What follows belongs to an exercise in optimizing a design on an open flow for small area and few clock cycles; a production flow would make more cautious choices.
Only simulation tests tie the RTL to the original design; equivalence was not proved.
No activity file was given, so power comes from the tool's default toggle rates.

==> inputs of trial 72 <==
## ex_subsystem
module ex_subsystem (
  input  logic                  clk,
  input  logic                  rst,
  input  logic                  in_valid,
  input  rv32i_pkg::rv32i_word  in_pc,
  input  rv32i_pkg::rv32i_word  in_instruction,
  input  rv32i_pkg::rv32i_word  in_rs1_data,
  input  rv32i_pkg::rv32i_word  in_rs2_data,
  output logic                  in_ready,
  output logic                  br_taken,
  output logic [1:0]            pcmux_sel,
  output rv32i_pkg::rv32i_word  alu_out_to_pc,
  input  logic                  mem_ready,
  output logic                  mem_valid,
  output rv32i_pkg::rv32i_word  mem_addr,
  output logic                  mem_read,
  output logic                  mem_write,
  output logic [3:0]            mem_byte_enable,
  output rv32i_pkg::rv32i_word  mem_wdata
);
Settings: LEC_CHECK=0, ABC_AREA=1, CAP_MARGIN=20, CORE_MARGIN=2, CORE_UTILIZATION=40, SLEW_MARGIN=20; clock period 10.0 ns.
run.sh (not shown) runs the stock make flow with config.mk's settings and CLKGATE_MAP_FILE= SYNTH_SCRIPT=/design/flow/synth_recipe.tcl, a recipe that flattens the netlist after the stock synthesis.
==> inputs of trial 96, as changes to trial 72 <==
--- a/flow/design.v
+++ b/flow/design.v
@@ -60,31 +60,27 @@
   assign lt   = !(g31s | (p31 & (gg[31] | pp[31])));
   assign eq   = p31 & pp[31];
 endmodule
 `timescale 1ns/1ps
 module ex_shift32 (
   input  logic [31:0] x,
   input  logic [4:0]  n,
-  input  logic        left,
   input  logic        fill,
   output logic [31:0] y
 );
   logic [31:0] s [6];
   assign s[0] = x;
   for (genvar k = 0; k < 5; k++) begin : g_stage
+    localparam int SH = 16 >> k;
     for (genvar i = 0; i < 32; i++) begin : g_bit
-      logic l, r;
-      if (i >= (1 << k)) assign l = s[k][i - (1 << k)];
-      else               assign l = 1'b0;
-      if (i + (1 << k) < 32) assign r = s[k][i + (1 << k)];
-      else                   assign r = fill;
-      assign s[k+1][i] = !n[k] ? s[k][i] : left ? l : r;
+      if (i + SH < 32) assign s[k+1][i] = ~(n[4-k] ? s[k][i + SH] : s[k][i]);
+      else             assign s[k+1][i] = ~(n[4-k] ? ((k % 2) ? ~fill : fill) : s[k][i]);
     end
   end
-  assign y = s[5];
+  assign y = ~s[5];
 endmodule
 `timescale 1ns/1ps
 module ex_subsystem (
   input  logic                  clk,
   input  logic                  rst,
   input  logic                  in_valid,
   input  rv32i_pkg::rv32i_word  in_pc,
@@ -164,40 +160,44 @@
       3'b100:  br_en = lt;
       3'b101:  br_en = !lt;
       3'b110:  br_en = ltu;
       3'b111:  br_en = !ltu;
       default: br_en = 1'b0;
     endcase
   end
-  logic [31:0] sh_x, sh_y;
+  logic [31:0] sh_x, sh_y, sh_l;
   logic [4:0]  sh_n;
-  logic        sh_left, sh_fill;
-  assign sh_x    = is_store ? rs2 : rs1;
+  logic        sh_fill;
+  always_comb begin
+    for (int i = 0; i < 32; i++)
+      sh_x[i] = is_store ? rs2[31-i] : f3[2] ? rs1[i] : rs1[31-i];
+    for (int i = 0; i < 32; i++)
+      sh_l[i] = sh_y[31-i];
+  end
   assign sh_n    = is_store ? {sum[1:0], 3'b000} : is_reg ? rs2[4:0] : ins[24:20];
-  assign sh_left = is_store || !f3[2];
-  assign sh_fill = !sh_left && ins[30] && rs1[31];
+  assign sh_fill = !is_store && f3[2] && ins[30] && rs1[31];
   ex_shift32 u_shift (
     .x    (sh_x),
     .n    (sh_n),
-    .left (sh_left),
     .fill (sh_fill),
     .y    (sh_y)
   );
-  logic s_sum, s_sh, s_xor, s_or, s_and, s_slt, s_sltu;
+  logic s_sum, s_sll, s_sr, s_xor, s_or, s_and, s_slt, s_sltu;
   assign s_sum  = in_valid && (!is_arith || f3 == 3'b000);
-  assign s_sh   = in_valid && is_arith && f3[1:0] == 2'b01;
+  assign s_sll  = in_valid && is_arith && f3 == 3'b001;
+  assign s_sr   = in_valid && is_arith && f3 == 3'b101;
   assign s_xor  = in_valid && is_arith && f3 == 3'b100;
   assign s_or   = in_valid && is_arith && f3 == 3'b110;
   assign s_and  = in_valid && is_arith && f3 == 3'b111;
   assign s_slt  = in_valid && is_arith && f3 == 3'b010;
   assign s_sltu = in_valid && is_arith && f3 == 3'b011;
   always_comb begin
-    alu_out_to_pc = ({32{s_sum}} & sum) | ({32{s_sh}} & sh_y) |
+    alu_out_to_pc = ({32{s_sum}} & sum) | ({32{s_sll}} & sh_l) | ({32{s_sr}} & sh_y) |
                     ({32{s_xor || s_or}} & ax) | ({32{s_and || s_or}} & aa);
-    alu_out_to_pc[0] = (s_sum && !is_jalr && sum[0]) | (s_sh && sh_y[0]) |
+    alu_out_to_pc[0] = (s_sum && !is_jalr && sum[0]) | (s_sll && sh_l[0]) | (s_sr && sh_y[0]) |
                        ((s_xor || s_or) && ax[0]) | ((s_and || s_or) && aa[0]) |
                        (s_slt && slt) | (s_sltu && sltu);
   end
   assign br_taken  = in_valid && (is_jal || is_jalr || (is_br && br_en));
   assign pcmux_sel = {br_taken && is_jalr, br_taken && !is_jalr};
   logic [3:0] be;
   assign be = (f3[1] ? 4'b1111 : f3[0] ? 4'b0011 : 4'b0001) << sum[1:0];
@@ -218,11 +218,11 @@
       mem_valid <= in_valid && (is_load || is_store);
   end
   always_ff @(posedge clk) begin
     if (in_ready) begin
       q_st   <= is_store;
       q_addr <= sum[31:2];
       q_be   <= be;
-      q_data <= sh_y;
+      q_data <= sh_l;
     end
   end
 endmodule
==> flow/flow/run.sh (new file) <==
#!/bin/bash
# The standard layout (standard.sh), with three changes:
#  - synthesis maps with an area-oriented ABC script (flow/abc_area.script,
#    picked through ABC_AREA=1 from a copy of the ORFS scripts folder);
#  - no full/half adder extraction before ABC (ADDER_MAP_FILE empty);
#  - the port buffers are the smallest buffer cell;
#  - clock tree synthesis with clkbuf_8 only and no dummy loads.
# Registers are untouched: ABC runs on the combinational logic only.
set -euo pipefail
here=$(pwd)
rm -rf "$here/own_scripts"
cp -r "$FLOW_HOME/scripts" "$here/own_scripts"
cp "$here/flow/abc_area.script" "$here/own_scripts/abc_area.script"
bash "$here/standard.sh" \
  "SCRIPTS_DIR=$here/own_scripts" \
  "ADDER_MAP_FILE=" \
  "BUFFER_PORTS_ARGS=-buffer_cell sky130_fd_sc_hd__buf_1" \
  "CTS_ARGS=-sink_clustering_enable -repair_clock_nets -buf_list sky130_fd_sc_hd__clkbuf_8 -dont_use_dummy_load" \
  finish > "$here/make_finish.log" 2>&1
==> flow/flow/abc_area.script (new file) <==
strash
dch
amap
topo
==> flow/standard.sh (new file) <==
#!/bin/bash
# synth_recipe.tcl (not shown) runs the flow's synth.tcl, then flattens the netlist and writes it again
# the make line also repeats each setting of config.mk as NAME=value (left out here)
make -C /OpenROAD-flow-scripts/flow DESIGN_CONFIG=/design/flow/config.mk WORK_HOME=/design/flow/orfs CLKGATE_MAP_FILE= SYNTH_SCRIPT=/design/flow/synth_recipe.tcl "${@:-finish}"
CORE_UTILIZATION = 60   (was 40)
CTS_BUF_LIST = sky130_fd_sc_hd__clkbuf_8   (was not set)
removed: flow/run.sh
==> results_dict.tcl <==
set metrics [dict create \
    status "timing/DRC/antenna clean" \
    buffers 272 \
    power_frac_comb_pct 51.6 \
    grt_pass1_vias 11316 \
    leakagePower_nw 6.393 \
    finalPower_mw 1.509 \
    met1_usage_pct 50.46 \
    gr-usage-met2_pct 53.06 \
    wl_met1_um 20610 \
    synth-simple-area-share_pct 38.93 \
    sequentialPowerShare_pct 26.5 \
]
Source of the figures above: trial 72

==> results_dict.tcl <==
set metrics [dict create \
    cts_made_buffers 9 \
    diodes 0 \
    antenna_found_initial 0 \
    met1_usage_pct 56.39 \
    signal_buffer_area_fraction_pct 12.46 \
    sequentialPowerShare_pct 36.3 \
    wl_met1_um 10940 \
    synth-simple-area-share_pct 14.87 \
    gr-usage-met2_pct 71.57 \
    p_int_uw 606.9 \
    holdCritPathClass "register to register" \
    sh_seq_area_pct 22.41 \
    grt_pass1_vias 9378 \
    power_leader "combinational cells" \
    leakagePower_nw 2.846 \
    ys_seq_elements 68 \
    status "timing/DRC/antenna clean" \
]
Source of the figures above: trial 96

Testbench counts of trial 72, summed over its fixed seeds: cycles 27,746.
Testbench counts of trial 96, summed over its fixed seeds: cycles 27,746.

---

==> build 52: inputs <==
==> flow/design.v <==
package rv32i_pkg;
  typedef logic [31:0] rv32i_word;
endpackage
`timescale 1ns/1ps
module ex_add32 (
  input  logic [31:0] a,
  input  logic [31:0] b,
  input  logic        cin,
  output logic [31:0] y,
  output logic        cout,
  output logic [31:0] p,    
  output logic [31:0] g     
);
  logic [31:0] gg, pp;
  assign p = a ^ b;
  assign g = a & b;
  always_comb begin
    gg = g;
    pp = p;
    gg[0] = g[0] | (p[0] & cin);
    for (int l = 0; l < 5; l++)
      for (int i = 0; i < 32; i++)
        if (((i + 1) % (2 << l)) == 0) begin
          gg[i] = gg[i] | (pp[i] & gg[i - (1 << l)]);
          pp[i] = pp[i] & pp[i - (1 << l)];
        end
    for (int l = 3; l >= 0; l--)
      for (int i = 0; i < 32; i++)
        if (i >= 3 * (1 << l) - 1 && ((i + 1) % (2 << l)) == (1 << l)) begin
          gg[i] = gg[i] | (pp[i] & gg[i - (1 << l)]);
          pp[i] = pp[i] & pp[i - (1 << l)];
        end
  end
  assign y    = p ^ {gg[30:0], cin};
  assign cout = gg[31];
endmodule
module ex_cmp32 (
  input  logic [31:0] a,
  input  logic [31:0] b,
  output logic        eq,
  output logic        lt,
  output logic        ltu
);
  logic [31:0] gg, pp;
  logic        g31u, g31s, p31;
  always_comb begin
    gg = {1'b0, a[30:0] & ~b[30:0]};
    pp = {1'b1, ~(a[30:0] ^ b[30:0])};
    for (int l = 0; l < 5; l++)
      for (int i = 0; i < 32; i++)
        if (((i + 1) % (2 << l)) == 0) begin
          gg[i] = gg[i] | (pp[i] & gg[i - (1 << l)]);
          pp[i] = pp[i] & pp[i - (1 << l)];
        end
  end
  assign p31  = ~(a[31] ^ b[31]);
  assign g31u = a[31] & ~b[31];
  assign g31s = ~a[31] & b[31];
  assign ltu  = !(g31u | (p31 & (gg[31] | pp[31])));
  assign lt   = !(g31s | (p31 & (gg[31] | pp[31])));
  assign eq   = p31 & pp[31];
endmodule
`timescale 1ns/1ps
module ex_shift32 (
  input  logic [31:0] x,
  input  logic [4:0]  n,
  input  logic        fill,
  output logic [31:0] y
);
  assign y = 32'($signed({fill, x}) >>> n);
endmodule
`timescale 1ns/1ps
module ex_subsystem (
  input  logic                  clk,
  input  logic                  rst,
  input  logic                  in_valid,
  input  rv32i_pkg::rv32i_word  in_pc,
  input  rv32i_pkg::rv32i_word  in_instruction,
  input  rv32i_pkg::rv32i_word  in_rs1_data,
  input  rv32i_pkg::rv32i_word  in_rs2_data,
  output logic                  in_ready,
  output logic                  br_taken,
  output logic [1:0]            pcmux_sel,
  output rv32i_pkg::rv32i_word  alu_out_to_pc,
  input  logic                  mem_ready,
  output logic                  mem_valid,
  output rv32i_pkg::rv32i_word  mem_addr,
  output logic                  mem_read,
  output logic                  mem_write,
  output logic [3:0]            mem_byte_enable,
  output rv32i_pkg::rv32i_word  mem_wdata
);
  logic [31:0] ins, rs1, rs2, pc;
  assign ins = in_instruction;
  assign rs1 = in_rs1_data;
  assign rs2 = in_rs2_data;
  assign pc  = in_pc;
  logic [6:0] op;
  logic [2:0] f3;
  assign op = ins[6:0];
  assign f3 = ins[14:12];
  logic is_lui, is_auipc, is_jal, is_jalr, is_br, is_load, is_store, is_imm, is_reg, is_arith;
  assign is_lui   = (op == 7'b0110111);
  assign is_auipc = (op == 7'b0010111);
  assign is_jal   = (op == 7'b1101111);
  assign is_jalr  = (op == 7'b1100111);
  assign is_br    = (op == 7'b1100011);
  assign is_load  = (op == 7'b0000011);
  assign is_store = (op == 7'b0100011);
  assign is_imm   = (op == 7'b0010011);
  assign is_reg   = (op == 7'b0110011);
  assign is_arith = is_imm || is_reg;
  logic [31:0] imm;
  always_comb begin
    if (is_lui || is_auipc) imm = {ins[31:12], 12'h000};
    else if (is_jal)        imm = {{11{ins[31]}}, ins[31], ins[19:12], ins[20], ins[30:21], 1'b0};
    else if (is_br)         imm = {{19{ins[31]}}, ins[31], ins[7], ins[30:25], ins[11:8], 1'b0};
    else if (is_store)      imm = {{20{ins[31]}}, ins[31:25], ins[11:7]};
    else                    imm = {{20{ins[31]}}, ins[31:20]};
  end
  logic        inv;
  logic [31:0] add_a, add_b, sum, ax, aa;
  logic        cout;
  assign inv   = is_arith && ((f3 == 3'b000 && is_reg && ins[30]) || f3 == 3'b010 || f3 == 3'b011);
  assign add_a = (is_auipc || is_jal || is_br) ? pc : is_lui ? 32'd0 : rs1;
  assign add_b = (is_reg ? rs2 : imm) ^ {32{inv}};
  ex_add32 u_add (
    .a    (add_a),
    .b    (add_b),
    .cin  (inv),
    .y    (sum),
    .cout (cout),
    .p    (ax),
    .g    (aa)
  );
  logic slt, sltu;
  assign sltu = !cout;
  assign slt  = (rs1[31] ^ add_b[31]) ? sum[31] : rs1[31];
  logic eq, lt, ltu, br_en;
  ex_cmp32 u_cmp (
    .a   (rs1),
    .b   (rs2),
    .eq  (eq),
    .lt  (lt),
    .ltu (ltu)
  );
  always_comb begin
    case (f3)
      3'b000:  br_en = eq;
      3'b001:  br_en = !eq;
      3'b100:  br_en = lt;
      3'b101:  br_en = !lt;
      3'b110:  br_en = ltu;
      3'b111:  br_en = !ltu;
      default: br_en = 1'b0;
    endcase
  end
  logic [31:0] sh_x, sh_y, sh_l;
  logic [4:0]  sh_n;
  logic        sh_fill;
  always_comb begin
    for (int i = 0; i < 32; i++)
      sh_x[i] = is_store ? rs2[31-i] : f3[2] ? rs1[i] : rs1[31-i];
    for (int i = 0; i < 32; i++)
      sh_l[i] = sh_y[31-i];
  end
  assign sh_n    = is_store ? {sum[1:0], 3'b000} : is_reg ? rs2[4:0] : ins[24:20];
  assign sh_fill = !is_store && f3[2] && ins[30] && rs1[31];
  ex_shift32 u_shift (
    .x    (sh_x),
    .n    (sh_n),
    .fill (sh_fill),
    .y    (sh_y)
  );
  logic s_sum, s_sll, s_sr, s_xor, s_or, s_and, s_slt, s_sltu;
  assign s_sum  = in_valid && (!is_arith || f3 == 3'b000);
  assign s_sll  = in_valid && is_arith && f3 == 3'b001;
  assign s_sr   = in_valid && is_arith && f3 == 3'b101;
  assign s_xor  = in_valid && is_arith && f3 == 3'b100;
  assign s_or   = in_valid && is_arith && f3 == 3'b110;
  assign s_and  = in_valid && is_arith && f3 == 3'b111;
  assign s_slt  = in_valid && is_arith && f3 == 3'b010;
  assign s_sltu = in_valid && is_arith && f3 == 3'b011;
  always_comb begin
    alu_out_to_pc = ({32{s_sum}} & sum) | ({32{s_sll}} & sh_l) | ({32{s_sr}} & sh_y) |
                    ({32{s_xor || s_or}} & ax) | ({32{s_and || s_or}} & aa);
    alu_out_to_pc[0] = (s_sum && !is_jalr && sum[0]) | (s_sll && sh_l[0]) | (s_sr && sh_y[0]) |
                       ((s_xor || s_or) && ax[0]) | ((s_and || s_or) && aa[0]) |
                       (s_slt && slt) | (s_sltu && sltu);
  end
  assign br_taken  = in_valid && (is_jal || is_jalr || (is_br && br_en));
  assign pcmux_sel = {br_taken && is_jalr, br_taken && !is_jalr};
  logic [3:0] be;
  assign be = (f3[1] ? 4'b1111 : f3[0] ? 4'b0011 : 4'b0001) << sum[1:0];
  logic        q_st;
  logic [29:0] q_addr;
  logic [3:0]  q_be;
  logic [31:0] q_data;
  assign in_ready        = !mem_valid || mem_ready;
  assign mem_addr        = {q_addr, 2'b00};
  assign mem_byte_enable = q_be;
  assign mem_write       = q_st;
  assign mem_read        = !q_st;
  assign mem_wdata       = q_data;
  always_ff @(posedge clk) begin
    if (rst)
      mem_valid <= 1'b0;
    else if (in_ready)
      mem_valid <= in_valid && (is_load || is_store);
  end
  always_ff @(posedge clk) begin
    if (in_ready) begin
      q_st   <= is_store;
      q_addr <= sum[31:2];
      q_be   <= be;
      q_data <= sh_l;
    end
  end
endmodule
==> flow/flow/run.sh <==
#!/bin/bash
# The standard layout (standard.sh), with three changes:
#  - synthesis maps with an area-oriented ABC script (flow/abc_area.script,
#    picked through ABC_AREA=1 from a copy of the ORFS scripts folder);
#  - no full/half adder extraction before ABC (ADDER_MAP_FILE empty);
#  - the port buffers are the smallest buffer cell.
# Registers are untouched: ABC runs on the combinational logic only.
set -euo pipefail
here=$(pwd)
rm -rf "$here/own_scripts"
cp -r "$FLOW_HOME/scripts" "$here/own_scripts"
cp "$here/flow/abc_area.script" "$here/own_scripts/abc_area.script"
bash "$here/standard.sh" \
  "SCRIPTS_DIR=$here/own_scripts" \
  "ADDER_MAP_FILE=" \
  "BUFFER_PORTS_ARGS=-buffer_cell sky130_fd_sc_hd__buf_1" \
  finish > "$here/make_finish.log" 2>&1
==> flow/flow/abc_area.script <==
strash
dch
amap
topo
==> flow/standard.sh <==
#!/bin/bash
# synth_recipe.tcl (not shown) runs the flow's synth.tcl, then flattens the netlist and writes it again
# the make line also repeats each setting of config.mk as NAME=value (left out here)
make -C /OpenROAD-flow-scripts/flow DESIGN_CONFIG=/design/flow/config.mk WORK_HOME=/design/flow/orfs CLKGATE_MAP_FILE= SYNTH_SCRIPT=/design/flow/synth_recipe.tcl "${@:-finish}"
==> flow/config.mk <==
export PLATFORM = sky130hd
export DESIGN_NAME = ex_subsystem
export DESIGN_NICKNAME = ex_subsystem
export VERILOG_FILES = /design/flow/design.v
export SDC_FILE = /design/flow/constraint.sdc
export NUM_CORES = 4
export LEC_CHECK = 0
export ABC_AREA = 1
export CAP_MARGIN = 20
export CORE_MARGIN = 2
export CORE_UTILIZATION = 40
export SLEW_MARGIN = 20
==> flow/constraint.sdc <==
create_clock -name core_clock -period 10.0 [get_ports {clk}]
set_input_delay 2.0000 -clock core_clock [delete_from_list [all_inputs] [get_ports {clk}]]
set_output_delay 2.0000 -clock core_clock [all_outputs]
set_load 0.01 [all_outputs]
==> trial 31 (differences from build 52) <==
--- a/flow/design.v
+++ b/flow/design.v
@@ -69,3 +69,12 @@
 );
-  assign y = 32'($signed({fill, x}) >>> n);
+  logic [31:0] s [6];
+  assign s[0] = x;
+  for (genvar k = 0; k < 5; k++) begin : g_stage
+    localparam int SH = 16 >> k;
+    for (genvar i = 0; i < 32; i++) begin : g_bit
+      if (i + SH < 32) assign s[k+1][i] = ~(n[4-k] ? s[k][i + SH] : s[k][i]);
+      else             assign s[k+1][i] = ~(n[4-k] ? ((k % 2) ? ~fill : fill) : s[k][i]);
+    end
+  end
+  assign y = ~s[5];
 endmodule
CORE_UTILIZATION = 60   (was 40)
CTS_BUF_LIST = sky130_fd_sc_hd__clkbuf_8   (was unset)
==> run notes <==
Final weighted congestion of routability-driven global placement: build 52 0.992; trial 31 1.14
Fmax: build 52 104 MHz; trial 31 103 MHz
Starting Density: build 52 0.410; trial 31 0.616
Routed length on met3: build 52 3840 um; trial 31 5180 um
Cell area after placement: build 52 9360 um^2; trial 31 8890 um^2
Part of the total power dissipated in the clock network: build 52 0.260; trial 31 0.225
Combinational group power: build 52 0.000511 W; trial 31 0.000487 W
Mean Syn Cell Area: build 52 7.04 um^2; trial 31 7.20 um^2
Tcrit/Tclk final: build 52 0.965; trial 31 0.966
Result of the run: build 52 finished clean; trial 31 finished clean
Crit path time final: build 52 9650 ps; trial 31 9660 ps
Number of vias per cell: build 52 6.40; trial 31 7.15
Data arrival at the endpoint of the critical path: build 52 7650 ps; trial 31 7660 ps
Root buffer cell: build 52 clkbuf_16; trial 31 clkbuf_8
Testbench counts of build 52, summed over its fixed seeds: cycles 27,746.
Testbench counts of trial 31, summed over its fixed seeds: cycles 27,746.

==> what the ideal ports hide <==
The flow's constraints put no driver on any port. The routed layouts listed below were extracted and timed again, unchanged, in two steps. Step 1: set_driving_cell puts a clkbuf_16 on clk and a buf_2 on each other input, an assumption about the parent block. Step 2 moves the port delays by t, midway between the first and last clock arrival at a register: inputs arrive t later, outputs are due t later. That takes back most of the time a late clock gives input paths. a / b / c = ideal ports / drivers / drivers and shift; a / b = the first two.
run | t (ns) | setup WS [ns] | pins driven straight from the clock port
trial 72 | 0.380 | 0.636 / 0.605 / 0.605 | 1
trial 96 | 0.410 | 0.286 / 0.262 / 0.262 | 1
build 52 | 0.394 | 0.353 / 0.326 / 0.326 | 1
trial 31 | 0.426 | 0.338 / 0.317 / 0.317 | 1
After both steps every run listed still meets setup and hold. The setup slack of trial 72, which loses most, moves by -0.031 ns with the drivers and by -0.031 ns with both steps.
